What follows belongs to an exercise in optimizing a design on an open flow for small area, a short achievable clock period and few clock cycles per item; a production flow would make more cautious choices.
The RTL was checked by simulation tests, not by an equivalence proof against the original design.
No activity file was given, so power comes from the tool's default toggle rates.

==> flow/design.v (excerpt) <==
module dirty_tracked_field_store_core
(
   input  wire logic                   clock,
   input  wire logic                   reset,
   input  wire logic                   req_tvalid,
   output logic                        req_tready,
   input  wire logic [REQ_TDATA_W-1:0] req_tdata,
   input  wire logic [CMD_W-1:0]       req_tuser,
   output logic                        rsp_tvalid,
   input  wire logic                   rsp_tready,
   output logic [RSP_TDATA_W-1:0]      rsp_tdata,
   output logic [ST_W-1:0]             rsp_tuser,
   output logic                        rsp_tlast,
   input  wire logic                   csr_valid,
   output logic                        csr_ready,
   input  wire logic [0:0]             csr_index,
   input  wire logic [CNT_W-1:0]       csr_data
);
   logic [CNT_W-1:0]  count_ff;
   logic              world_ff;
   logic [CNT_W-1:0]  eff_cnt;
   logic              seq_valid;
   logic              hold, hold_next;
   dtfs_pkg::rsp_type seq_data, out_data;
   assign csr_ready = 1'b1;
   always_ff @(posedge clock) begin
      if (reset) begin
         count_ff <= FIELDS_RESET;
         world_ff <= 1'b0;
      end else if (csr_valid) begin
         if (csr_index == CSR_FIELDS_IN_USE) begin
            count_ff <= csr_data;
         end else begin
            world_ff <= csr_data[0];
         end
      end
   end
   assign eff_cnt = count_ff[CNT_W-1] ? 7'd64 : count_ff;
   dtfs_seq u_seq (
      .clock     (clock),
      .reset     (reset),
      .cnt       (eff_cnt),
      .in_world  (world_ff),
      .in_valid  (req_tvalid),
      .in_ready  (req_tready),
      .in_cmd    (req_tuser),
      .in_idx    (req_tdata[5:0]),
      .in_lane   (req_tdata[8:6]),
  ...
Size: roughly 6800 cells after synthesis, about 2700 flip-flops, about 0.10 mm² of cells after synthesis.
Settings: LEC_CHECK=0, ABC_CLOCK_PERIOD_IN_PS=3000, CAP_MARGIN=20, CORE_MARGIN=2, CORE_UTILIZATION=62, CTS_CLUSTER_DIAMETER=60, CTS_CLUSTER_SIZE=30, PLACE_DENSITY=0.72, SETUP_SLACK_MARGIN=4.7, SLEW_MARGIN=20, TNS_END_PERCENT=100; clock period 8.0 ns.
run.sh (not shown) runs the stock make flow with config.mk's settings and CLKGATE_MAP_FILE= SYNTH_SCRIPT=/design/flow/synth_recipe.tcl, a recipe that flattens the netlist after the stock synthesis.
Testbench counts at the start, summed over its fixed seeds: cycles 20,626, items 12,000.
==> next run, changes <==
--- a/flow/design.v
+++ b/flow/design.v
@@ -366,26 +366,26 @@
    logic [NR-1:0] nz_e_next, nz_o_next;
    logic [NF-1:0] w_all;
    always_comb begin
       nz_e_next = nz_e_ff;
       nz_o_next = nz_o_ff;
       if (we_e) begin
          nz_e_next[wa_e] = (wd_e != '0);
       end
       if (we_o) begin
          nz_o_next[wa_o] = (wd_o != '0);
       end
       for (int i = 0; i < NR; i++) begin
-         w_all[2*i]   = nz_e_next[i] & cnt_mask[2*i];
-         w_all[2*i+1] = nz_o_next[i] & cnt_mask[2*i+1];
+         w_all[2*i]   = nz_e_ff[i] & cnt_mask[2*i];
+         w_all[2*i+1] = nz_o_ff[i] & cnt_mask[2*i+1];
       end
    end
    always_comb begin
       w_src   = w_rest_ff;
       w_rest  = w_src & (w_src - 1'b1);
       w_one   = w_src & ~w_rest;
       w_empty = (w_src == '0);
       w_done  = !w_many;
       w_first = '0;
       for (int i = 0; i < NF; i++) begin
          if (w_one[i]) begin
             w_first = w_first | IDX_W'(i);
@@ -406,26 +406,26 @@
    logic accept, port_open;
    assign in_ready  = ready_ff;
    assign port_open = !w_busy;
    assign accept    = in_valid && adv && port_open;
    logic w_start_next, w_load_next, w_walk_next;
    always_comb begin
       w_start_next = w_start_ff;
       w_load_next  = w_load_ff;
       w_walk_next  = w_walk_ff;
       if (!w_busy) begin
          w_start_next = accept && (in_cmd == CMD_DUMP);
       end else if (adv) begin
-         w_start_next = 1'b0;
-         w_load_next  = w_start_ff;
+         w_start_next = w_start_ff && (we_e || we_o);
+         w_load_next  = w_start_ff && !(we_e || we_o);
          w_walk_next  = (w_load_ff || w_walk_ff) && !w_done;
       end
    end
    always_ff @(posedge clock) begin
       if (reset) begin
          nz_e_ff    <= '0;
          nz_o_ff    <= '0;
          chg_e_ff   <= '0;
          chg_o_ff   <= '0;
          c_set_e_ff <= 1'b0;
          c_set_o_ff <= 1'b0;
          pending_ff <= 1'b0;
Outcome: Hold slack is better by 0.0042 ns; clock skew drops by 0.011 ns; design area barely changes; sequential share of layout area climbs by 0.11 points; worst setup slack improves by 0.026 ns; cell count rose by about 0.5%; global-route usage is lower by 0.14 points; power rose by 1.6%; routed wire length stays flat; first-iteration DRC count goes down by 2.2%; sequential power is about the same.
Testbench counts after the change, summed over its fixed seeds: cycles 20,762, items 12,000.

[re-timing with driven ports]
In the flow no input, the clock included, has a driving cell. The finished layouts below were timed again as built, in two steps.
Step 1: set_driving_cell puts a clkbuf_16 on clock and a buf_2 on each other input, an assumption about the parent block.
Step 2 also shifts input and output timing later by t, the mid clock arrival at the registers, as if the neighbouring blocks saw the same clock.
a / b / c = no drivers / after step 1 / after step 2; a / b = the first two.
run	shift t [ns]	slack for setup (ns)	latest minus earliest clock arrival (ns)	worst slew at a driven data input, ns
the first run	0.933	4.607 / 4.607 / 3.877	0.063 / 0.063	0.05
the second run	0.934	4.632 / 4.590 / 3.868	0.060 / 0.060	0.10
After both steps every run listed still meets setup and hold. For the second run, which loses most, drivers alone change the setup slack by -0.042 ns; drivers and shift together by -0.764 ns.
